Background: an optimization exercise with open tools, aiming at a short achievable clock period and few clock cycles per item. Do not read the settings as production practice.
The RTL was checked by simulation tests, not by an equivalence proof against the original design.
No activity file was given, so power comes from the tool's default toggle rates.

==> flow/design.v <==
`default_nettype none
package fce_pkg;
    localparam int TABLE_DEPTH = 64;
    localparam int IDX_W       = $clog2(TABLE_DEPTH);
    localparam int FIELD_W     = 6;
    localparam int ACT_W       = 3;
    localparam logic [ACT_W-1:0] ACT_CLEAR    = 3'd0;
    localparam logic [ACT_W-1:0] ACT_ALLOCATE = 3'd1;
    localparam logic [ACT_W-1:0] ACT_APPEND   = 3'd2;
    localparam logic [ACT_W-1:0] ACT_TRUNCATE = 3'd3;
    localparam logic [ACT_W-1:0] ACT_LIST     = 3'd4;
endpackage
`default_nettype wire
`default_nettype none
module fce_table (
    input  wire logic                             clk,
    input  wire logic                             rst_n,
    input  wire logic                             op_clear,
    input  wire logic                             op_cut,     
    input  wire logic                             op_append,
    input  wire logic [fce_pkg::TABLE_DEPTH-1:0]  t_oh,       
    input  wire logic [fce_pkg::TABLE_DEPTH-1:0]  c_oh,       
    input  wire logic [fce_pkg::IDX_W-1:0]        n_bin,      
    output logic      [fce_pkg::TABLE_DEPTH-1:0]  cur_oh,     
    output logic                                  t_more,     
    output logic      [fce_pkg::IDX_W-1:0]        t_next,
    input  wire logic [fce_pkg::IDX_W-1:0]        l_addr,     
    output logic                                  l_more,
    output logic      [fce_pkg::IDX_W-1:0]        l_next
);
    localparam int N = fce_pkg::TABLE_DEPTH;
    logic [N-1:0]               anc [N];
    logic [N-1:0]               lv;
    logic [fce_pkg::IDX_W-1:0]  lt [N];
    logic [N-1:0] row_t;     
    logic [N-1:0] row_c;     
    logic [N-1:0] col_c;     
    logic [N-1:0] in_tree;   
    always_comb
    begin
        row_t = '0;
        row_c = '0;
        for (int y = 0; y < N; y++)
        begin
            row_t = row_t | ({N{t_oh[y]}} & anc[y]);
            row_c = row_c | ({N{c_oh[y]}} & anc[y]);
        end
        for (int y = 0; y < N; y++)
        begin
            col_c[y]   = |(anc[y] & c_oh);
            in_tree[y] = |(anc[y] & row_t);
        end
        cur_oh = row_t & ~lv;
    end
    always_comb
    begin
        t_more = |(t_oh & lv);
        t_next = '0;
        for (int y = 0; y < N; y++)
        begin
            t_next = t_next | ({fce_pkg::IDX_W{t_oh[y]}} & lt[y]);
        end
    end
    assign l_more = lv[l_addr];
    assign l_next = lt[l_addr];
    for (genvar y = 0; y < N; y++)
    begin : g_row
        for (genvar z = 0; z < N; z++)
        begin : g_col
            if (y == z)
            begin : g_diag
                assign anc[y][z] = 1'b1;
            end
            else
            begin : g_bit
                logic a_reg;
                always_ff @(posedge clk or negedge rst_n)
                begin
                    if (!rst_n)
                    begin
                        a_reg <= 1'b0;
                    end
                    else if (op_clear)
                    begin
                        a_reg <= 1'b0;
                    end
                    else if (op_cut && col_c[y])
                    begin
                        a_reg <= a_reg && !(row_c[z] && !c_oh[z]);
                    end
                    else if (op_append && in_tree[y])
                    begin
                        a_reg <= a_reg || c_oh[z];
                    end
                end
                assign anc[y][z] = a_reg;
            end
        end
        always_ff @(posedge clk or negedge rst_n)
        begin
            if (!rst_n)
            begin
                lv[y] <= 1'b0;
            end
            else if (op_clear)
            begin
                lv[y] <= 1'b0;
            end
            else if (op_cut && c_oh[y])
            begin
                lv[y] <= 1'b0;
            end
            else if (op_append && cur_oh[y])
            begin
                lv[y] <= 1'b1;
            end
        end
        always_ff @(posedge clk)
        begin
            if (op_append && cur_oh[y] && !c_oh[y])
            begin
                lt[y] <= n_bin;
            end
        end
    end
endmodule
`default_nettype wire
`default_nettype none
module fat_chain_engine (
    input  wire logic                          clk,
    input  wire logic                          rst_n,
    input  wire logic                          in_valid,
    output logic                               in_stall,
    input  wire logic [fce_pkg::ACT_W-1:0]     action,
    input  wire logic [fce_pkg::FIELD_W-1:0]   target_block,
    input  wire logic [fce_pkg::FIELD_W-1:0]   new_block,
    output logic                               out_valid,
    input  wire logic                          out_stall,
    output logic      [fce_pkg::FIELD_W-1:0]   block_index,
    output logic                               last_of_run,
    output logic                               status
);
    localparam int N = fce_pkg::TABLE_DEPTH;
    localparam int W = fce_pkg::IDX_W;
    logic                 h_valid;
    logic                 h_clear, h_cut, h_append, h_list;
    logic [W-1:0]         h_t, h_n;
    logic [N-1:0]         h_t_oh, h_c_oh;
    logic                 s_valid;
    logic [fce_pkg::ACT_W-1:0] s_act;
    logic [W-1:0]         s_t, s_n;
    logic                 l_active;
    logic [W-1:0]         l_cur;
    logic [W-1:0]         l_cnt;
    logic                 o_valid, o_last, o_st;
    logic [W-1:0]         o_blk;
    logic                 k_valid, k_last, k_st;
    logic [W-1:0]         k_blk;
    logic [N-1:0]         cur_oh;
    logic                 t_more, l_more;
    logic [W-1:0]         t_next, l_next;
    logic [W-1:0]         cur_bin;
    logic                 ready, go, pop, acc, load_h;
    logic                 emit, e_last, e_st;
    logic [W-1:0]         e_blk;
    logic                 l_loop;
    logic [fce_pkg::ACT_W-1:0] q_act;
    logic [W-1:0]         q_t, q_n;
    fce_table u_table (
        .clk       (clk),
        .rst_n     (rst_n),
        .op_clear  (go && h_clear),
        .op_cut    (go && h_cut),
        .op_append (go && h_append),
        .t_oh      (h_t_oh),
        .c_oh      (h_c_oh),
        .n_bin     (h_n),
        .cur_oh    (cur_oh),
        .t_more    (t_more),
        .t_next    (t_next),
        .l_addr    (l_cur),
        .l_more    (l_more),
        .l_next    (l_next)
    );
    always_comb
    begin
        cur_bin = '0;
        for (int i = 0; i < N; i++)
        begin
            cur_bin = cur_bin | ({W{cur_oh[i]}} & W'(i));
        end
    end
    assign ready  = !k_valid;
    assign go     = h_valid && ready;
    assign l_loop = l_more && (l_cnt == W'(N - 1));
    always_comb
    begin
        emit   = 1'b0;
        e_blk  = h_t;
        e_last = 1'b1;
        e_st   = 1'b0;
        pop    = go;
        if (l_active)
        begin
            emit   = go;
            e_blk  = l_cur;
            e_last = !l_more || l_loop;
            e_st   = l_loop;
            pop    = go && e_last;
        end
        else if (h_list)
        begin
            emit   = go;
            e_blk  = h_t;
            e_last = !t_more;
            pop    = go && !t_more;
        end
        else if (h_append)
        begin
            emit   = go;
            e_blk  = cur_bin;
        end
    end
    assign in_stall = s_valid;
    assign acc      = in_valid && !s_valid;
    assign load_h   = !h_valid || pop;
    assign q_act    = s_valid ? s_act : action;
    assign q_t      = s_valid ? s_t : target_block;
    assign q_n      = s_valid ? s_n : new_block;
    always_ff @(posedge clk or negedge rst_n)
    begin
        if (!rst_n)
        begin
            h_valid  <= 1'b0;
            s_valid  <= 1'b0;
            l_active <= 1'b0;
            o_valid  <= 1'b0;
            k_valid  <= 1'b0;
        end
        else
        begin
            if (load_h)
            begin
                h_valid <= s_valid || acc;
                s_valid <= 1'b0;
            end
            else if (acc)
            begin
                s_valid <= 1'b1;
            end
            if (go && h_list && !l_active && t_more)
            begin
                l_active <= 1'b1;
            end
            else if (go && l_active && e_last)
            begin
                l_active <= 1'b0;
            end
            if (!o_valid || !out_stall)
            begin
                o_valid <= k_valid || emit;
                k_valid <= 1'b0;
            end
            else if (emit)
            begin
                k_valid <= 1'b1;
            end
        end
    end
    always_ff @(posedge clk)
    begin
        if (load_h)
        begin
            h_clear  <= (q_act == fce_pkg::ACT_CLEAR);
            h_cut    <= (q_act == fce_pkg::ACT_ALLOCATE) || (q_act == fce_pkg::ACT_TRUNCATE)
                        || (q_act == fce_pkg::ACT_APPEND);
            h_append <= (q_act == fce_pkg::ACT_APPEND);
            h_list   <= (q_act == fce_pkg::ACT_LIST);
            h_t      <= q_t;
            h_n      <= q_n;
            h_t_oh   <= N'(1) << q_t;
            h_c_oh   <= N'(1) << ((q_act == fce_pkg::ACT_APPEND) ? q_n : q_t);
        end
        if (!load_h && acc)
        begin
            s_act <= action;
            s_t   <= target_block;
            s_n   <= new_block;
        end
        if (go && h_list && !l_active)
        begin
            l_cur <= t_next;
            l_cnt <= W'(1);
        end
        else if (go && l_active)
        begin
            l_cur <= l_next;
            l_cnt <= l_cnt + 1'b1;
        end
        if (!o_valid || !out_stall)
        begin
            if (k_valid)
            begin
                o_blk  <= k_blk;
                o_last <= k_last;
                o_st   <= k_st;
            end
            else if (emit)
            begin
                o_blk  <= e_blk;
                o_last <= e_last;
                o_st   <= e_st;
            end
        end
        else if (emit)
        begin
            k_blk  <= e_blk;
            k_last <= e_last;
            k_st   <= e_st;
        end
    end
    assign out_valid   = o_valid;
    assign block_index = o_blk;
    assign last_of_run = o_last;
    assign status      = o_st;
endmodule
`default_nettype wire
==> flow/run.sh <==
#!/bin/bash
# synth_recipe.tcl (not shown) runs the flow's synth.tcl, then flattens the netlist and writes it again
# the make line also repeats each setting of config.mk as NAME=value (left out here)
make -C /OpenROAD-flow-scripts/flow DESIGN_CONFIG=/design/flow/config.mk WORK_HOME=/design/flow/orfs CLKGATE_MAP_FILE= SYNTH_SCRIPT=/design/flow/synth_recipe.tcl finish
==> flow/config.mk <==
export PLATFORM = sky130hd
export DESIGN_NAME = fat_chain_engine
export DESIGN_NICKNAME = fat_chain_engine
export VERILOG_FILES = /design/flow/design.v
export SDC_FILE = /design/flow/constraint.sdc
export NUM_CORES = 4
export LEC_CHECK = 0
export CAP_MARGIN = 20
export CORE_MARGIN = 2
export CORE_UTILIZATION = 40
export PLACE_DENSITY = 0.6
export SLEW_MARGIN = 20
==> flow/constraint.sdc <==
create_clock -name core_clock -period 5.0 [get_ports {clk}]
set_input_delay 1.0000 -clock core_clock [delete_from_list [all_inputs] [get_ports {clk}]]
set_output_delay 1.0000 -clock core_clock [all_outputs]
set_load 0.01 [all_outputs]
==> run notes <==
[worst min path at each step]
| stage | slack, ns | to | startpoint | depth (start not counted) |
|---|---|---|---|---|
| after detailed placement | 0.48 | l_cnt[1]$_SDFFE_PP0P_ | l_cnt[1]$_SDFFE_PP0P_ | 2 |
| after CTS | 0.36 | s_n[2]$_DFFE_PP_ | new_block[2] | 1 |
| after floorplan | 0.45 | l_cnt[1]$_SDFFE_PP0P_ | l_cnt[1]$_SDFFE_PP0P_ | 2 |
| after global placement | 0.46 | l_cnt[1]$_SDFFE_PP0P_ | l_cnt[1]$_SDFFE_PP0P_ | 2 |
[logic make-up after synthesis]
family                   count (synthesis)  synth area share
multiplexers                            39           0.00236
AND/OR/NAND/NOR                       7449             0.124
buffers and inverters                 4415            0.0620
flip-flops                            4672             0.424
AO/OA/AOI/OAI                        13292             0.388
adder cells (fa/ha/maj)                  1         0.0000443
XOR/XNOR                                 3         0.0000930
[per-stage QoR]
stage          power, W  cells  hold WS [ns]
4_1_cts           0.474  42461         0.358
3_5_place_dp      0.428  41416         0.479
3_3_place_gp      0.426  41403         0.465
2_1_floorplan     0.162  29871         0.454
[power by group through the flow]
stage	clock network [W]	logic [W]	registers (W)
after floorplan	0	0.103	0.0593
after global placement	0	0.345	0.0803
after detailed placement	0	0.347	0.0803
after CTS	0.0424	0.352	0.0798
[synthesized netlist by cell type (all sizes together), types with 4 or more instances]
cell,count
nor3,128
a22o,497
o21ai,6
and2,4
a31oi,395
nor2,276
a32o,4033
a22oi,7093
o22ai,19
nand2,4248
mux4,21
inv,406
nor2b,7
a21oi,515
dfrtp,4101
o22a,4
or2,4
a211oi,49
and3,101
or4,12
a2bb2oi,5
a222oi,10
buf,1027
nand4,1541
nand3,619
mux2i,7
clkbuf,2982
a2111oi,133
a221oi,512
o31ai,7
edfxtp,565
nor4,496
mux2,11
a21o,6
dfxtp,6
[per-layer routing]
| layer | overflow | GRT usage |
|---|---|---|
| met1 | 55866 | 1.24 |
| met2 | 95630 | 1.59 |
| met3 | 20349 | 1.06 |
| met4 | 12937 | 1.04 |
| met5 | 1903 | 0.961 |
[timing repair]
item / in CTS
gates cloned: 14
pin swaps: 48
endpoints found under the setup margin: 4039
hold buffers: 1
setup buffers: 44
gates resized for setup: 229
hold endpoints to repair: 13
==> impl_metrics.toml <==
[place]
hpwl_um = 3010000
pre_cts_ws_ns = -1.27
dpl_cell_area_mm2 = 0.342
gp_congestion = 2.45
port_buffers = 28

[floorplanning]
row_count = 308
chipWidth_um = 844
die-height_um = 844
start_util = 0.402
ios = 29

[cts]
cts_max_path_buffers = 4
cts_buffers = 550
htree_levels = 6
cts-root-buf = "clkbuf_16"
cts_sinks = 4672

[synth]
synth_fp_nets = 29891
synth_area_leader_cell = "dfrtp_1"
avgSynthCellArea_um2 = 9.46
synth_edf_count = 565
synth_area_mm2 = 0.283
syn_inst = 29871
synth.top_cell.area_share = 0.363
yosysUniqueCellTypes = 62
synthTopCellsByArea = "dfrtp_1, a22oi_1, a32o_1"
synthArstFlopShare = 0.878
ys_ff_latch = 4672
ys_seq_area_frac = 0.424
synth_warnings = 4
ys.flop_type = "dfrtp_1"

[grt]
grt_max_degree = 190
grt-ovfl-total = 186685
grt_pass1_wl_um = 5870000
grt.total_usage = 1.27
grt_pass1_vias = 454740

[outcome]
tool.error = "[ERROR GRT-0116] Global routing finished with congestion. Check the congestion regions in the DRC Viewer."
stop_stage = "global routing (5_1_grt)"
status = "did not finish"
Testbench counts, summed over its fixed seeds: cycles 71,921, items 48,000.
